This design comes from an exercise in tuning for small area, a short achievable clock period and few clock cycles on the open sky130 flow, not from production work.
Where RTL was checked, it was by simulation tests only, not by an equivalence proof against the original.

Design bignum_top, start of the top module:
module bignum_top
(
    input  logic              i_clk,
    input  logic              i_rst_n,
    input  logic              i_req_valid,
    output logic              o_req_ready,
    input  logic [1:0]        i_req_op,
    input  logic [19:0]       i_req_a_addr,
    input  logic [19:0]       i_req_b_addr,
    input  logic [19:0]       i_req_dst_addr,
    input  logic [7:0]        i_req_a_len,
    input  logic [7:0]        i_req_b_len,
    output logic              o_rsp_valid,
    input  logic              i_rsp_ready,
    output logic [7:0]        o_rsp_len,
    output logic [19:0]       o_mem_addr,
    output logic              o_mem_we,
    output logic [15:0]       o_mem_wdata,
    input  logic [15:0]       i_mem_rdata
);
Size in the first run: roughly 3300 cells after synthesis, ~430 flip-flops.
export LEC_CHECK = 0
export ABC_AREA = 1
export ABC_CLOCK_PERIOD_IN_PS = 3000
export CAP_MARGIN = 20
export CORE_MARGIN = 5
export CORE_UTILIZATION = 40
export SETUP_SLACK_MARGIN = 5
export SLEW_MARGIN = 20
create_clock -name core_clock -period 9.0 [get_ports {i_clk}]
standard.sh (not shown) runs the stock make flow with config.mk's settings and CLKGATE_MAP_FILE= SYNTH_SCRIPT=/design/flow/synth_recipe.tcl, a recipe that flattens the netlist after the stock synthesis.
==> flow/flow/run.sh <==
#!/bin/bash
# The standard layout flow (the standard.sh: the standard synthesis, then
# ORFS to the final layout with the same SDC and clock period), except that
# every input and output port gets a sky130_fd_sc_hd__buf_1 as its port
# buffer instead of the cell buffer_ports picks by default. Each tool's full
# output goes to its ORFS log under orfs/logs; make's output to standard.log.
set -euo pipefail
bash standard.sh "BUFFER_PORTS_ARGS=-buffer_cell sky130_fd_sc_hd__buf_1" SETUP_SLACK_MARGIN=5.4 finish > standard.log 2>&1
Testbench counts at the start, summed over its fixed seeds: cycles 11,716.
==> next run, changes <==
--- a/flow/design.v
+++ b/flow/design.v
@@ -1058,44 +1058,34 @@
     logic [19:0] n_addr;
     logic [1:0]  b_x, b_y;
     logic [7:0]  x_len, y_len;           
     logic        m1_valid;
     logic [1:0]  m1_slot;
     assign accept = i_req_valid && ready_q && (state == S_IDLE);
     assign swap   = (i_req_b_len < i_req_a_len);
     assign b_x    = swap_q ? B_B : B_A;
     assign b_y    = swap_q ? B_A : B_B;
     assign x_len  = (mfirst && swap_q) ? ylen : cnt_a;
     assign y_len  = (mfirst && swap_q) ? cnt_a : ylen;
-    logic [1:0]  x_k1, a_k1, b_k1;
-    logic [1:0]  k1_q;                   
-    function automatic logic [1:0] mod3n(input logic [3:0] n);
-        case (n)
-            4'd0, 4'd3, 4'd6, 4'd9, 4'd12, 4'd15: mod3n = 2'd0;
-            4'd1, 4'd4, 4'd7, 4'd10, 4'd13:       mod3n = 2'd1;
-            default:                              mod3n = 2'd2;
-        endcase
-    endfunction
+    logic [1:0]  x_k1;
     function automatic logic [1:0] mod3(input logic [7:0] v);
-        logic [1:0] l, h;
-        l = mod3n(v[3:0]);
-        h = mod3n(v[7:4]);
-        case ({l, h})
-            4'b0000, 4'b0110, 4'b1001: mod3 = 2'd0;
-            4'b0001, 4'b0100, 4'b1010: mod3 = 2'd1;
-            default:                   mod3 = 2'd2;
+        logic [3:0] t;
+        t = {3'd0, v[0]} + {3'd0, v[2]} + {3'd0, v[4]} + {3'd0, v[6]}
+          + {2'd0, v[1], 1'b0} + {2'd0, v[3], 1'b0} + {2'd0, v[5], 1'b0} + {2'd0, v[7], 1'b0};
+        case (t)
+            4'd0, 4'd3, 4'd6, 4'd9, 4'd12: mod3 = 2'd0;
+            4'd1, 4'd4, 4'd7, 4'd10:        mod3 = 2'd1;
+            default:                        mod3 = 2'd2;
         endcase
     endfunction
-    assign a_k1 = (mod3(i_req_a_len) == 2'd0) ? 2'd3 : mod3(i_req_a_len);
-    assign b_k1 = (mod3(i_req_b_len) == 2'd0) ? 2'd3 : mod3(i_req_b_len);
-    assign x_k1 = k1_q;
+    assign x_k1 = (mod3(x_len) == 2'd0) ? 2'd3 : mod3(x_len);
     always_comb begin
         n_state = state;
         n_we    = 1'b0;
         n_bsel  = B_D;
         n_osel  = O_W;
         n_ozero = 1'b0;
         n_oinc  = 1'b0;
         case (state)
             S_IDLE: ;
             S_RESP: ;
             S_RA: begin
@@ -1297,23 +1287,22 @@
             base_b <= i_req_b_addr;
             base_d <= i_req_dst_addr;
             o_x    <= i_req_op[1] ? 8'd0 : 8'd1;
             o_y    <= i_req_op[1] ? 8'd1 : 8'd0;
             o_w    <= 8'd0;
             swap_q <= swap;
             is_sub <= (i_req_op == 2'd1);
             is_add <= (i_req_op == 2'd0);
             elem0  <= 1'b1;
             chunk0 <= 1'b1;
             mfirst <= 1'b1;
-            k1_q   <= swap ? b_k1 : a_k1;
             if (i_req_op[1]) begin
                 cnt_a  <= i_req_a_len;
                 ylen   <= i_req_b_len;
             end else begin
                 cnt_a  <= i_req_a_len - 8'd1;
                 a_z    <= (i_req_a_len == 8'd1);
                 a_o    <= (i_req_a_len == 8'd2);
                 cnt_b  <= i_req_b_len;
                 b_z    <= 1'b0;
                 b_o    <= (i_req_b_len == 8'd1);
             end
Outcome: The changed run finished clean; die area falls by 1.0%; core utilization rises by 0.69 points; clock skew falls by 13 ps; count of clock-buffer cells in the layout rises by 1; critical path depth falls by 1; global-route usage falls by 0.17 points; sequential share of layout area falls by 0.18 points; setup slack loses 180 ps; wire length falls by 1.6%; final area barely changes; synthesized area falls by about 1%.
Testbench counts after the change, summed over its fixed seeds: cycles 11,716.


bignum_top, a different RTL version from the one above (not shown whole).
For scale: about 3000 cells after synthesis, roughly 400 flip-flops, about 150 I/O pins, ~27000 um^2 of cells after synthesis.
clock: 9.0 ns
lec_check: 0
abc_clock_period_in_ps: 3000
cap_margin: 20
core_margin: 5
core_utilization: 40
setup_slack_margin: 5
slew_margin: 20
run.sh (not shown) runs the stock make flow with config.mk's settings and CLKGATE_MAP_FILE= SYNTH_SCRIPT=/design/flow/synth_recipe.tcl, a recipe that flattens the netlist after the stock synthesis.
Stock flow here: none of the scripts above is used.
Testbench counts at the start, summed over its fixed seeds: cycles 11,993.
Next try:
--- a/flow/design.v
+++ b/flow/design.v
@@ -1025,23 +1025,24 @@
     logic        is_sub, is_add;
     logic [7:0]  cnt_a, cnt_b, ylen;
     logic        a_z, a_o, b_z, b_o;      
     logic        elem0, was_ra, comp_q, carry_q, tw;
     logic [1:0]  k, lx, kx, fl;          
     logic        xr;                     
     logic        chunk0, j0, last_q;
     logic [15:0] x0, x1, x2;
     logic [15:0] r0, r1, r2;
     logic [15:0] breg;
     logic [31:0] q0, q1;
-    logic        v3, f3, l3;
+    logic [15:0] rsel;                   
+    logic        v3, l3;
     logic [1:0]  m3;
     logic [15:0] creg;
     assign o_req_ready = ready_q;
     assign o_rsp_valid = rsp_q;
     assign o_rsp_len   = o_w;       
     assign o_mem_addr  = addr_q;
     assign o_mem_we    = we_q;
     assign o_mem_wdata = wdata_q;
     logic        accept;
     logic        swap;
     state_e      n_state;
@@ -1366,42 +1367,44 @@
                 m1_valid = 1'b1;
                 m1_slot  = 2'd2;
             end
             S_FL: begin
                 m1_valid = cur_fl0;
                 m1_slot  = 2'd2;
             end
             default: ;
         endcase
     end
     always_comb begin
-        case (m3)
-            2'd0:    acc_r = {16'd0, r0};
-            2'd1:    acc_r = {16'd0, r1};
-            default: acc_r = {16'd0, r2};
-        endcase
-        if (f3) acc_r = 32'd0;
+        acc_r = {16'd0, rsel};
         t1s = q0 ^ q1 ^ acc_r;
         t1c = ((q0 & q1) | (acc_r & (q0 ^ q1))) << 1;
         t2s = t1s ^ t1c ^ {16'd0, creg};
         t2c = ((t1s & t1c) | ({16'd0, creg} & (t1s ^ t1c))) << 1;
         acc = t2s + t2c;
         lo  = acc[15:0];
         hi  = acc[31:16];
     end
     always_ff @(posedge i_clk) begin
         q0  <= mr0;
         q1  <= mr1;
         v3  <= m1_valid;
         m3  <= m1_slot;
-        f3  <= cur_j0;
+        if (cur_j0) rsel <= 16'd0;
+        else begin
+            case (m1_slot)
+                2'd0:    rsel <= r0;
+                2'd1:    rsel <= r1;
+                default: rsel <= r2;
+            endcase
+        end
         l3  <= cur_last;
         x0 <= x1;
         x1 <= x2;
         x2 <= (cur == S_LX) ? (cur_xr ? i_mem_rdata : 16'd0) : x0;
         case (cur)
             S_RA: breg <= 16'd0;
             S_RB: breg <= i_mem_rdata;
             S_LB, S_IT2: breg <= i_mem_rdata;
             default: ;
         endcase
         was_ra <= (cur == S_RA);
The new run completed without violations.
Routed wire length rose by 2.4%.
Die area rose by 0.80%.
Design area fell by 1.5%.
Core utilization fell by 0.86 points.
Via count rose by 1.2%.
Clock skew fell by 0.012 ns.
Count of clock-buffer cells in the layout rose by 7.
Testbench counts after the change, summed over its fixed seeds: cycles 11,993.


bignum_top, a different RTL version from the one above (not shown whole).
Size in the first run: roughly 3,200 cells after synthesis, roughly 27,000 um2 of cells after synthesis.
Settings: LEC_CHECK=0, ABC_AREA=1, ABC_CLOCK_PERIOD_IN_PS=3000, CAP_MARGIN=20, CORE_MARGIN=5, CORE_UTILIZATION=40, SETUP_SLACK_MARGIN=5, SLEW_MARGIN=20; clock period 9.0 ns.
standard.sh (not shown) runs the stock make flow with config.mk's settings and CLKGATE_MAP_FILE= SYNTH_SCRIPT=/design/flow/synth_recipe.tcl, a recipe that flattens the netlist after the stock synthesis.
==> flow/flow/run.sh <==
#!/bin/bash
# The standard layout flow (the standard.sh: the standard synthesis, then
# ORFS to the final layout with the same SDC and clock period), except that
# every input and output port gets a sky130_fd_sc_hd__buf_1 as its port
# buffer instead of the cell buffer_ports picks by default. Each tool's full
# output goes to its ORFS log under orfs/logs; make's output to standard.log.
set -euo pipefail
bash standard.sh "BUFFER_PORTS_ARGS=-buffer_cell sky130_fd_sc_hd__buf_1" SETUP_SLACK_MARGIN=5.7 finish > standard.log 2>&1
Edit:
--- a/flow/design.v
+++ b/flow/design.v
@@ -1061,28 +1061,35 @@
     logic        m1_valid;
     logic [1:0]  m1_slot;
     assign accept = i_req_valid && ready_q && (state == S_IDLE);
     assign swap   = (i_req_b_len < i_req_a_len);
     assign b_x    = swap_q ? B_B : B_A;
     assign b_y    = swap_q ? B_A : B_B;
     assign x_len  = (mfirst && swap_q) ? ylen : cnt_a;
     assign y_len  = (mfirst && swap_q) ? cnt_a : ylen;
     logic [1:0]  x_k1, a_k1, b_k1;
     logic [1:0]  k1_q;                   
+    function automatic logic [1:0] mod3n(input logic [3:0] n);
+        case (n)
+            4'd0, 4'd3, 4'd6, 4'd9, 4'd12, 4'd15: mod3n = 2'd0;
+            4'd1, 4'd4, 4'd7, 4'd10, 4'd13:       mod3n = 2'd1;
+            default:                              mod3n = 2'd2;
+        endcase
+    endfunction
     function automatic logic [1:0] mod3(input logic [7:0] v);
-        logic [3:0] t;
-        t = {3'd0, v[0]} + {3'd0, v[2]} + {3'd0, v[4]} + {3'd0, v[6]}
-          + {2'd0, v[1], 1'b0} + {2'd0, v[3], 1'b0} + {2'd0, v[5], 1'b0} + {2'd0, v[7], 1'b0};
-        case (t)
-            4'd0, 4'd3, 4'd6, 4'd9, 4'd12: mod3 = 2'd0;
-            4'd1, 4'd4, 4'd7, 4'd10:        mod3 = 2'd1;
-            default:                        mod3 = 2'd2;
+        logic [1:0] l, h;
+        l = mod3n(v[3:0]);
+        h = mod3n(v[7:4]);
+        case ({l, h})
+            4'b0000, 4'b0110, 4'b1001: mod3 = 2'd0;
+            4'b0001, 4'b0100, 4'b1010: mod3 = 2'd1;
+            default:                   mod3 = 2'd2;
         endcase
     endfunction
     assign a_k1 = (mod3(i_req_a_len) == 2'd0) ? 2'd3 : mod3(i_req_a_len);
     assign b_k1 = (mod3(i_req_b_len) == 2'd0) ? 2'd3 : mod3(i_req_b_len);
     assign x_k1 = k1_q;
     always_comb begin
         n_state = state;
         n_we    = 1'b0;
         n_bsel  = B_D;
         n_osel  = O_W;
The new run passed the timing, design-rule and antenna checks.
Synthesized area barely changes.
Final area hardly moves.
Count of clock-buffer cells in the layout increases by 7.
Utilization stays flat.
Final cell count increases by 1.2%.
Routed wire length increases by 1.2%.
Clock skew increases by 0.024 ns.
Non-clock buffer count decreases by 2.
Worst setup slack improves by 0.67 ns.
Sequential cell count stays the same.
Global-route usage increases by 0.16 points.
Worst hold slack hardly moves.
Testbench counts after the change, summed over its fixed seeds: cycles 11,716.
Function not checked in the first run of this note: the RTL went through the layout flow alone.


## the baseline
bignum_top, a different RTL version from the one above (not shown whole).
Size: roughly 3,100 cells after synthesis, ~410 flip-flops, roughly 150 I/O pins, about 26,000 µm² of cells after synthesis.
make LEC_CHECK=0 ABC_AREA=1 ABC_CLOCK_PERIOD_IN_PS=3000 CAP_MARGIN=20 CORE_MARGIN=5 CORE_UTILIZATION=40 SETUP_SLACK_MARGIN=5 SLEW_MARGIN=20 finish   # period 9.0 ns
run.sh (not shown) runs the stock make flow with config.mk's settings and CLKGATE_MAP_FILE= SYNTH_SCRIPT=/design/flow/synth_recipe.tcl, a recipe that flattens the netlist after the stock synthesis.
Stock flow here: none of the scripts above is used.
Testbench counts of the baseline, summed over its fixed seeds: cycles 11,912.
Relative to the baseline, the following input files were edited for the candidate:
--- a/flow/design.v
+++ b/flow/design.v
@@ -1183,23 +1183,23 @@
             B_A:     n_base = base_a;
             B_B:     n_base = base_b;
             default: n_base = base_d;
         endcase
         case (sel_o)
             O_X:     n_off = o_x;
             O_Y:     n_off = o_y;
             O_D:     n_off = o_d;
             default: n_off = o_w;
         endcase
         if (sel_z) n_off = 8'd0;
-        if (accept)
+        if (ready_q)
             n_addr = (i_req_op[1] && !swap) ? i_req_b_addr : i_req_a_addr;
         else
             n_addr = n_base + {12'd0, n_off};
     end
     always_ff @(posedge i_clk or negedge i_rst_n) begin
         if (!i_rst_n) begin
             state   <= S_IDLE;
             cur     <= S_IDLE;
             we_f    <= 1'b0;
             ready_q <= 1'b1;
             rsp_q   <= 1'b0;
@@ -1222,42 +1222,42 @@
             end else begin
                 state   <= n_state;
                 cur     <= state;
                 we_f    <= n_we;
                 ready_q <= (state == S_IDLE);
                 rsp_q   <= (state == S_RESP);
                 we_q    <= we_f;
             end
         end
     end
     always_ff @(posedge i_clk) begin
-        if (accept) begin
+        if (ready_q) begin
             sel_b <= (i_req_op[1] && !swap) ? B_A : B_B;
             sel_o <= i_req_op[1] ? O_X : O_Y;
             sel_z <= 1'b0;
         end else begin
             sel_b <= n_bsel;
             sel_o <= n_osel;
             sel_z <= n_ozero;
         end
         cur_j0     <= j0;
         cur_last   <= last_q;
         cur_chunk0 <= chunk0;
         cur_bz     <= b_z;
         cur_fl0    <= (state == S_FL) && (fl == k);
         cur_xr     <= xr;
     end
     always_ff @(posedge i_clk) begin
         addr_q <= n_addr;
-        xr     <= accept ? i_req_op[1] : ((n_state == S_LX) && (n_osel == O_X));
-        if (accept) begin
+        xr     <= ready_q ? i_req_op[1] : ((n_state == S_LX) && (n_osel == O_X));
+        if (ready_q) begin
             base_a <= i_req_a_addr;
             base_b <= i_req_b_addr;
             base_d <= i_req_dst_addr;
             o_x    <= i_req_op[1] ? 8'd0 : 8'd1;
             o_y    <= i_req_op[1] ? 8'd1 : 8'd0;
             o_d    <= 8'd0;
             o_w    <= 8'd0;
             swap_q <= swap;
             is_sub <= (i_req_op == 2'd1);
             is_add <= (i_req_op == 2'd0);
             elem0  <= 1'b1;
@@ -1416,23 +1416,23 @@
         if (cur == S_RA) creg <= i_mem_rdata;
         else if (cur == S_RB && !was_ra) creg <= 16'd0;
         else if (cur == S_IT0) creg <= cur_chunk0 ? 16'd0 : i_mem_rdata;
         else if (v3) creg <= hi;
         if (v3) begin
             if (m3 == 2'd1) r0 <= lo;
             if (m3 == 2'd2) begin
                 r1 <= lo;
                 r2 <= hi;
             end
         end
-        if (accept) carry_q <= (i_req_op == 2'd1);
+        if (ready_q) carry_q <= (i_req_op == 2'd1);
         if (comp_q) begin
             wdata_q <= sum[15:0];
             carry_q <= sum[16];
         end else if (cur == S_W || cur == S_TW) begin
             wdata_q <= {15'd0, carry_q};
         end else if (v3 && (m3 == 2'd0 || l3)) begin
             wdata_q <= lo;
         end else if (cur == S_FL) begin
             wdata_q <= creg;
         end
     end
==> run summary <==
The candidate completed end to end with timing, DRC and antenna clean.
Of the two candidates, the baseline has the worse final hold slack and the candidate the better one.
Measured against each other, the candidate and the baseline differ in cell depth of the worst flop-to-flop path, the higher figure coming from the baseline.
Number of setup buffers added after CTS is higher on the baseline
Taking the baseline as the reference, in the candidate total stage count of the critical path now smaller; final critical path time including I/O delays and setup grew by 0.033 ns; final standard cell area without fillers went up about 0.5%.
The met1 demand-to-capacity share in global routing in the candidate was higher than what the baseline gave.
The RTL of the candidate was laid out without a check of its function.

-- port drivers added, routing unchanged --
How much do the figures lean on ideal ports? The routed layouts below were timed once more, with nothing changed but the port constraints. Step 1 sets driving cells, clkbuf_16 on the clock port and buf_2 on the other inputs (assumed; they add their load-dependent delay and slew). Step 2 moves the port delays by t, midway between the first and last clock arrival at a register: inputs arrive t later, outputs are due t later. That takes back most of the time a late clock gives input paths. Three values: no drivers, after step 1, after step 2; two values: the first two.
run	t, ns	setup slack, ns	cell pins on the clock port's net
the first run of note 1	0.669	5.532 / 5.495 / 5.319	1
the second run of note 1	0.643	5.357 / 5.357 / 5.357	1
the first run of note 2	0.638	4.794 / 4.794 / 4.660	1
the second run of note 2	0.630	5.103 / 5.103 / 4.654	1
the first run of note 3	0.647	5.047 / 5.067 / 4.420	1
the second run of note 3	0.677	5.721 / 5.690 / 5.304	1
the baseline	0.636	5.122 / 5.126 / 4.523	1
the candidate	0.637	5.090 / 5.068 / 4.468	1
After both steps every run listed still meets setup and hold. The setup slack of the first run of note 3, which loses most, moves by +0.020 ns with the drivers and by -0.627 ns with both steps.
